From an optimization exercise on the open Yosys and OpenROAD flow, aimed at small area, a short achievable clock period and few clock cycles; shortcuts taken in it are not production practice. Where RTL was checked, it was by simulation tests only, not by an equivalence proof against the original. Power and IR drop assume default switching activity.

## amber
## raycast_column_texture_walker_core
module raycast_column_texture_walker_core #(
  parameter int FRAC_BITS = 16
) (
  input  logic                             clk,
  input  logic                             rst_n,
  input  logic                             cfg_valid,
  output logic                             cfg_ready,
  input  logic [rctw_pkg::CFG_IDX_W-1:0]   cfg_index,
  input  logic [rctw_pkg::CFG_DATA_W-1:0]  cfg_data,
  input  logic                             in_tvalid,
  output logic                             in_tready,
  input  logic [rctw_pkg::IN_TDATA_W-1:0]  in_tdata,
  input  logic                             in_tuser,
  output logic                             out_tvalid,
  input  logic                             out_tready,
  output logic [rctw_pkg::OUT_TDATA_W-1:0] out_tdata,
  output logic [rctw_pkg::OUT_TUSER_W-1:0] out_tuser,
  output logic                             out_tlast
);
export LEC_CHECK = 0
export CAP_MARGIN = 20
export CORE_MARGIN = 2
export CORE_UTILIZATION = 60
export SLEW_MARGIN = 20
create_clock -name core_clock -period 10.0 [get_ports {clk}]
standard.sh (not shown) runs the stock make flow with config.mk's settings and CLKGATE_MAP_FILE= SYNTH_SCRIPT=/design/flow/synth_recipe.tcl, a recipe that flattens the netlist after the stock synthesis.
==> flow/flow/run.sh <==
#!/bin/bash
set -euo pipefail
MARGIN=$(cat flow/margin.txt)
sed -E "s/ SETUP_SLACK_MARGIN=[^ ]*//; s/CLKGATE_MAP_FILE= /CLKGATE_MAP_FILE= SETUP_SLACK_MARGIN=$MARGIN /" standard.sh > standard_margin.sh
grep -q "SETUP_SLACK_MARGIN=$MARGIN " standard_margin.sh
bash standard_margin.sh synth > make_synth.log 2>&1
bash standard_margin.sh finish > make_finish.log 2>&1
test -s out/final.def
==> flow/flow/margin.txt <==
6.5
Every stage of the flow completed for amber, and the final layout passed the timing, DRC and antenna checks.
Inputs modified between amber and fjord:
--- a/flow/design.v
+++ b/flow/design.v
@@ -336,28 +336,39 @@
     .busy        (busy_b),
     .busy_nxt    (busy_b_nxt),
     .prime       (prime),
     .position    (tex_pos)
   );
   logic        active;
   logic        is_sky;
   logic        is_wall;
   logic [11:0] rc_inc;
   logic        wall_inc;
   logic [15:0] texel;
   assign rc_inc     = rc_r + 12'd1;
-  assign active     = !rc_r[11] && (rc_r < screen_height_r);
-  assign is_sky     = rc_r < {1'b0, ds_r};
-  assign is_wall    = !is_sky && (rc_r <= {1'b0, de_r});
-  assign wall_inc   = (rc_inc >= {1'b0, ds_r}) && (rc_inc <= {1'b0, de_r});
+  logic        sky_r;
+  logic        wall_r;
+  logic        act_r;
+  logic        sky_inc;
+  logic        act_inc;
+  logic        sh_write;
+  logic [11:0] sh_new;
+  assign active     = act_r;
+  assign is_sky     = sky_r;
+  assign is_wall    = wall_r;
+  assign sky_inc    = rc_inc < {1'b0, ds_r};
+  assign wall_inc   = !sky_inc && (rc_inc <= {1'b0, de_r});
+  assign act_inc    = !rc_inc[11] && (rc_inc < screen_height_r);
+  assign sh_write   = cfg_we && (cfg_index == 3'd3);
+  assign sh_new     = cfg_data[11:0];
   logic [15:0] cs_s_r;
   logic [15:0] cs_c_r;
   logic [8:0]  u_r;
   logic        tex_dirty_r;
   logic        fresh_r;      
   logic        reprime;
   logic        cs_load;
   logic [8:0]  u_raw;
   logic [8:0]  u;
   logic [10:0] tw3_r;        
   logic        tex_wr_r;     
   logic [15:0] pp [5];
@@ -415,24 +426,27 @@
   logic        want;
   logic        can_gen;
   logic        fire;
   logic        held_nxt;
   logic        busy_nxt;
   logic        busy;
   logic        stall_nxt;
   logic        ff_step;
   logic        ff_begin;
   logic        ff_done;
   logic        rc_zero;
   assign rc_zero  = (rc_r == 12'd0);
+  logic [21:0] addr_nxt;
+  assign addr_nxt = (rc_zero || (dirty_r && !ff_r)) ? {11'd0, column_r}
+                  : o_addr_r + {10'd0, screen_width_r};
   assign want     = (held_r || row_acc) && active;
   assign can_gen  = (!o_valid_r || out_ready) && !dirty_r && !tex_dirty_r
                  && !(is_wall && busy);
   assign fire     = want && can_gen;
   assign held_nxt = want && !can_gen;
   assign advance  = fire && is_wall;
   assign ff_begin = dirty_r && !ff_r && !busy_a && !col_acc;
   assign ff_step  = ff_r && !cnt_one && !col_acc;
   assign ff_done  = ff_r && cnt_one;
   assign cnt_load = ff_begin;
   assign cnt_dec  = ff_step;
   assign busy_nxt = busy_a_nxt || busy_b_nxt;
@@ -445,37 +459,54 @@
     end else begin
       stall_nxt = busy_nxt && is_wall;
     end
   end
   always_ff @(posedge clk) begin
     if (!rst_n) begin
       in_tready_r <= 1'b1;
       held_r      <= 1'b0;
       dirty_r     <= 1'b0;
       ff_r        <= 1'b0;
       o_valid_r   <= 1'b0;
       column_r    <= '0;
+      sky_r       <= 1'b0;
+      wall_r      <= 1'b1;
+      act_r       <= 1'b1;
       ds_r        <= '0;
       de_r        <= '0;
       tsel_r      <= '0;
       rc_r        <= '0;
     end else begin
       in_tready_r <= !held_nxt && !stall_nxt;
       held_r      <= held_nxt;
       if (fire) begin
         o_valid_r <= 1'b1;
       end else if (out_ready) begin
         o_valid_r <= 1'b0;
       end
       if (col_acc) begin
+        sky_r  <= (in_tdata[142:132] != 11'd0);
+        wall_r <= (in_tdata[142:132] == 11'd0);
+      end else if (fire) begin
+        sky_r  <= sky_inc;
+        wall_r <= wall_inc;
+      end
+      if (sh_write) begin
+        act_r <= !rc_r[11] && (rc_r < sh_new);
+      end else if (col_acc) begin
+        act_r <= (screen_height_r != 12'd0);
+      end else if (fire) begin
+        act_r <= act_inc;
+      end
+      if (col_acc) begin
         column_r <= in_tdata[10:0];
         ds_r     <= in_tdata[142:132];
         de_r     <= in_tdata[153:143];
         tsel_r   <= side ? {1'b0, !rdy_neg} : {1'b1, !rdx_neg};
         rc_r     <= '0;
       end else if (fire) begin
         rc_r     <= rc_inc;
       end
       if (sw_write) begin
         dirty_r <= 1'b1;
       end else if (col_acc || (ff_begin && rc_zero) || ff_done) begin
         dirty_r <= 1'b0;
@@ -506,35 +537,33 @@
       end
     end
   end
   always_ff @(posedge clk) begin
     if (cs_load) begin
       cs_s_r <= l3s;
       cs_c_r <= l3c;
       u_r    <= u_raw;
     end
   end
   always_ff @(posedge clk) begin
     if (fire) begin
-      o_addr_r  <= rc_zero ? {11'd0, column_r} : o_addr_r + {10'd0, screen_width_r};
+      o_addr_r  <= addr_nxt;
       o_texel_r <= (is_wall && !fresh_r) ? texel : 16'd0;
       o_flat_r  <= is_sky ? sky_color_r : is_wall ? 24'd0 : floor_color_r;
       o_wall_r  <= is_wall;
       o_floor_r <= !is_sky && !is_wall;
       o_tsel_r  <= tsel_r;
       o_last_r  <= ({1'b0, rc_inc} == {1'b0, screen_height_r});
-    end else if (ff_begin && !rc_zero) begin
-      o_addr_r  <= {11'd0, column_r};
-    end else if (ff_step) begin
-      o_addr_r  <= o_addr_r + {10'd0, screen_width_r};
+    end else if ((ff_begin && !rc_zero) || ff_step) begin
+      o_addr_r  <= addr_nxt;
     end
   end
   assign out_valid   = o_valid_r;
   assign pixel_addr  = o_addr_r;
   assign texel_index = o_texel_r;
   assign flat_color  = o_flat_r;
   assign region      = {o_floor_r, o_wall_r};
   assign texture_id  = o_tsel_r;
   assign last_row    = o_last_r;
 endmodule
 `default_nettype wire
 `timescale 1ns / 1ps
Diff amber -> fjord | power consumption | up slightly. Summary of fjord over amber: final core utilization flat; routed wire length decreased by 7.2% relative to the old numbers; area overhead of the layout relative to synthesis has increased; count of non-CTS buffers in the layout saw an increase; post-route clock period utilization has increased. fjord: combinational share of power is 1.2 points lower than what amber reported. For the floorplan core area, fjord came in 200 um^2 lower than amber did.
Testbench counts of fjord, summed over its fixed seeds: cycles 28,167.
Function not checked in amber: the RTL went through the layout flow alone.


raycast_column_texture_walker_core, a different RTL version from the one above (not shown whole).
For scale: ~270 I/O pins, ~27000 um2 of cells after synthesis.
==> flow/config.mk <==
export PLATFORM = sky130hd
export DESIGN_NAME = raycast_column_texture_walker_core
export DESIGN_NICKNAME = raycast_column_texture_walker_core
export VERILOG_FILES = /design/flow/design.v
export SDC_FILE = /design/flow/constraint.sdc
export NUM_CORES = 4
export LEC_CHECK = 0
export CAP_MARGIN = 20
export CORE_MARGIN = 2
export CORE_UTILIZATION = 60
export SLEW_MARGIN = 20
==> flow/constraint.sdc <==
create_clock -name core_clock -period 10.0 [get_ports {clk}]
set_input_delay 2.0000 -clock core_clock [delete_from_list [all_inputs] [get_ports {clk}]]
set_output_delay 2.0000 -clock core_clock [all_outputs]
set_load 0.01 [all_outputs]
==> flow/flow/run.sh <==
#!/bin/bash
# Standard layout (the standard.sh: standard synthesis, ORFS floorplan to
# finish, same SDC), with two make settings added on its command line:
#  * BUFFER_PORTS_ARGS from flow/ports.txt: the cell buffer_ports puts on every
#    input and output port (it still buffers every port).
# Each make run's full output goes to its own log here.
set -euo pipefail
MARGIN=$(cat flow/margin.txt)
PORTBUF=$(cat flow/ports.txt)
sed -E "s/ SETUP_SLACK_MARGIN=[^ ]*//; s/CLKGATE_MAP_FILE= /CLKGATE_MAP_FILE= SETUP_SLACK_MARGIN=$MARGIN 'BUFFER_PORTS_ARGS=-buffer_cell $PORTBUF' /" standard.sh > standard_margin.sh
grep -q "SETUP_SLACK_MARGIN=$MARGIN " standard_margin.sh
bash standard_margin.sh synth > make_synth.log 2>&1
bash standard_margin.sh finish > make_finish.log 2>&1
test -s out/final.def
==> flow/flow/ports.txt <==
sky130_fd_sc_hd__buf_2
Scripts as last shown in full above: flow/flow/margin.txt
The first run completed with no timing, DRC or antenna violations.
==> next run, changes <==
--- a/flow/design.v
+++ b/flow/design.v
@@ -101,18 +101,20 @@
     end
     if (busy || advance) begin
       pos_r <= pos_sum;
     end
   end
   always_ff @(posedge clk) begin
     if (start) begin
       div_r <= (line_height == 16'd0) ? 16'd1 : line_height;
+      rem_r <= '0;
+    end else if (ph_div) begin
+      rem_r <= fits ? diff[15:0] : trial[15:0];
     end
-    rem_r <= ph_sub ? 16'd0 : fits ? diff[15:0] : trial[15:0];
     if (ph_off) begin
       off_r <= pos_r[16:0];
     end
   end
   assign position = pos_r;
 endmodule
 `default_nettype wire
 `timescale 1ns / 1ps
@@ -196,40 +198,37 @@
       a_r <= sum[24:1];
     end else if (ph_mirr_r && mir_r) begin
       a_r[14:7] <= ~sum[14:7];
     end
   end
   always_ff @(posedge clk) begin
     if (start) begin
       m_r   <= perp;
+      q_r   <= dir;
       f_r   <= pos_lo;
       tw_r  <= tex_width;
       mir_r <= mirror;
     end else if (busy) begin
+      if (ph_shift_r) begin
+        q_r <= {sum[0], q_r[17:1]};
+      end else if (ph_frac_r) begin
+        q_r <= {9'd0, tw_r};
+      end
       if (ph_frac_r) begin
         m_r <= {8'd0, f_sum};
       end else if (ph_twm_r) begin
         m_r <= {8'd0, tw_r, 7'd0};
       end
     end else if (cnt_load) begin
       f_r <= {4'd0, cnt_value};
     end else if (cnt_dec) begin
       f_r <= f_sum;
     end
   end
-  always_ff @(posedge clk) begin
-    if (start) begin
-      q_r <= dir;
-    end else if (ph_frac_r) begin
-      q_r <= {9'd0, tw_r};
-    end else begin
-      q_r <= {sum[0], q_r[17:1]};
-    end
-  end
   assign tex_col = a_r[14:7];
 endmodule
 `default_nettype wire
 `timescale 1ns / 1ps
 `default_nettype none
 module rctw_datapath (
   input  logic                            clk,
   input  logic                            rst_n,
@@ -420,17 +419,17 @@
   end
   assign texel = cs_s_r + cs_c_r;
   logic        held_r;       
   logic        dirty_r;      
   logic        ff_r;         
   logic        o_valid_r;
   logic [21:0] o_addr_r;
   logic [15:0] o_texel_r;
-  logic        o_sky_r;
+  logic [23:0] o_flat_r;
   logic        o_wall_r;
   logic        o_floor_r;
   logic [1:0]  o_tsel_r;
   logic        o_last_r;
   logic        want;
   logic        can_gen;
   logic        fire;
   logic        held_nxt;
@@ -554,29 +553,29 @@
     if (advance || prime) begin
       u_r <= tex_pos[24:16];
     end
   end
   always_ff @(posedge clk) begin
     if (fire) begin
       o_addr_r  <= addr_nxt;
       o_texel_r <= (is_wall && !fresh_r) ? texel : 16'd0;
-      o_sky_r   <= is_sky;
+      o_flat_r  <= is_sky ? sky_color_r : is_wall ? 24'd0 : floor_color_r;
       o_wall_r  <= is_wall;
       o_floor_r <= !is_sky && !is_wall;
       o_tsel_r  <= tsel_r;
       o_last_r  <= last_eq;
     end else if ((ff_begin && !rc_zero) || ff_step) begin
       o_addr_r  <= addr_nxt;
     end
   end
   assign out_valid   = o_valid_r;
   assign pixel_addr  = o_addr_r;
   assign texel_index = o_texel_r;
-  assign flat_color  = ({24{o_sky_r}} & sky_color_r) | ({24{o_floor_r}} & floor_color_r);
+  assign flat_color  = o_flat_r;
   assign region      = {o_floor_r, o_wall_r};
   assign texture_id  = o_tsel_r;
   assign last_row    = o_last_r;
 endmodule
 `default_nettype wire
 `timescale 1ns / 1ps
 `default_nettype none
 module raycast_column_texture_walker_core #(
Non-clock buffer count decreases by 52.
Critical path depth increases by 4.
Wire length increases by 1.0%.
Die area increases by 3.8%.
Cell count increases by 0.31%.
No functional check of the RTL was part of any run of this note.

what the ideal ports hide:
How much do the figures lean on ideal ports? The routed layouts below were timed once more, with nothing changed but the port constraints. Step 1 sets driving cells, clkbuf_16 on the clock port and buf_2 on the other inputs (assumed; they add their load-dependent delay and slew). Step 2, shift: input delay + t, output delay - t, t = (earliest + latest rising clock arrival at the registers) / 2. This alone moves slack from input paths to output paths. a / b / c = ideal / step 1 / step 2; a / b = the first two.
run | t (ns) | setup slack, ns | hold slack, ns | slew at the worst register clock pin (ns)
amber | 0.666 | 6.411 / 6.411 / 5.891 | 0.438 / 0.438 / 0.438 | 0.07 / 0.07
fjord | 0.651 | 6.338 / 6.338 / 5.916 | 0.438 / 0.438 / 0.438 | 0.06 / 0.06
the first run of note 2 | 0.659 | 6.375 / 6.316 / 6.015 | 0.439 / 0.439 / 0.439 | 0.06 / 0.06
the second run of note 2 | 0.657 | 6.484 / 6.496 / 5.862 | 0.435 / 0.435 / 0.435 | 0.07 / 0.07
After both steps every run listed still meets setup and hold. For the second run of note 2, which loses most, drivers alone change the setup slack by +0.012 ns; drivers and shift together by -0.622 ns.
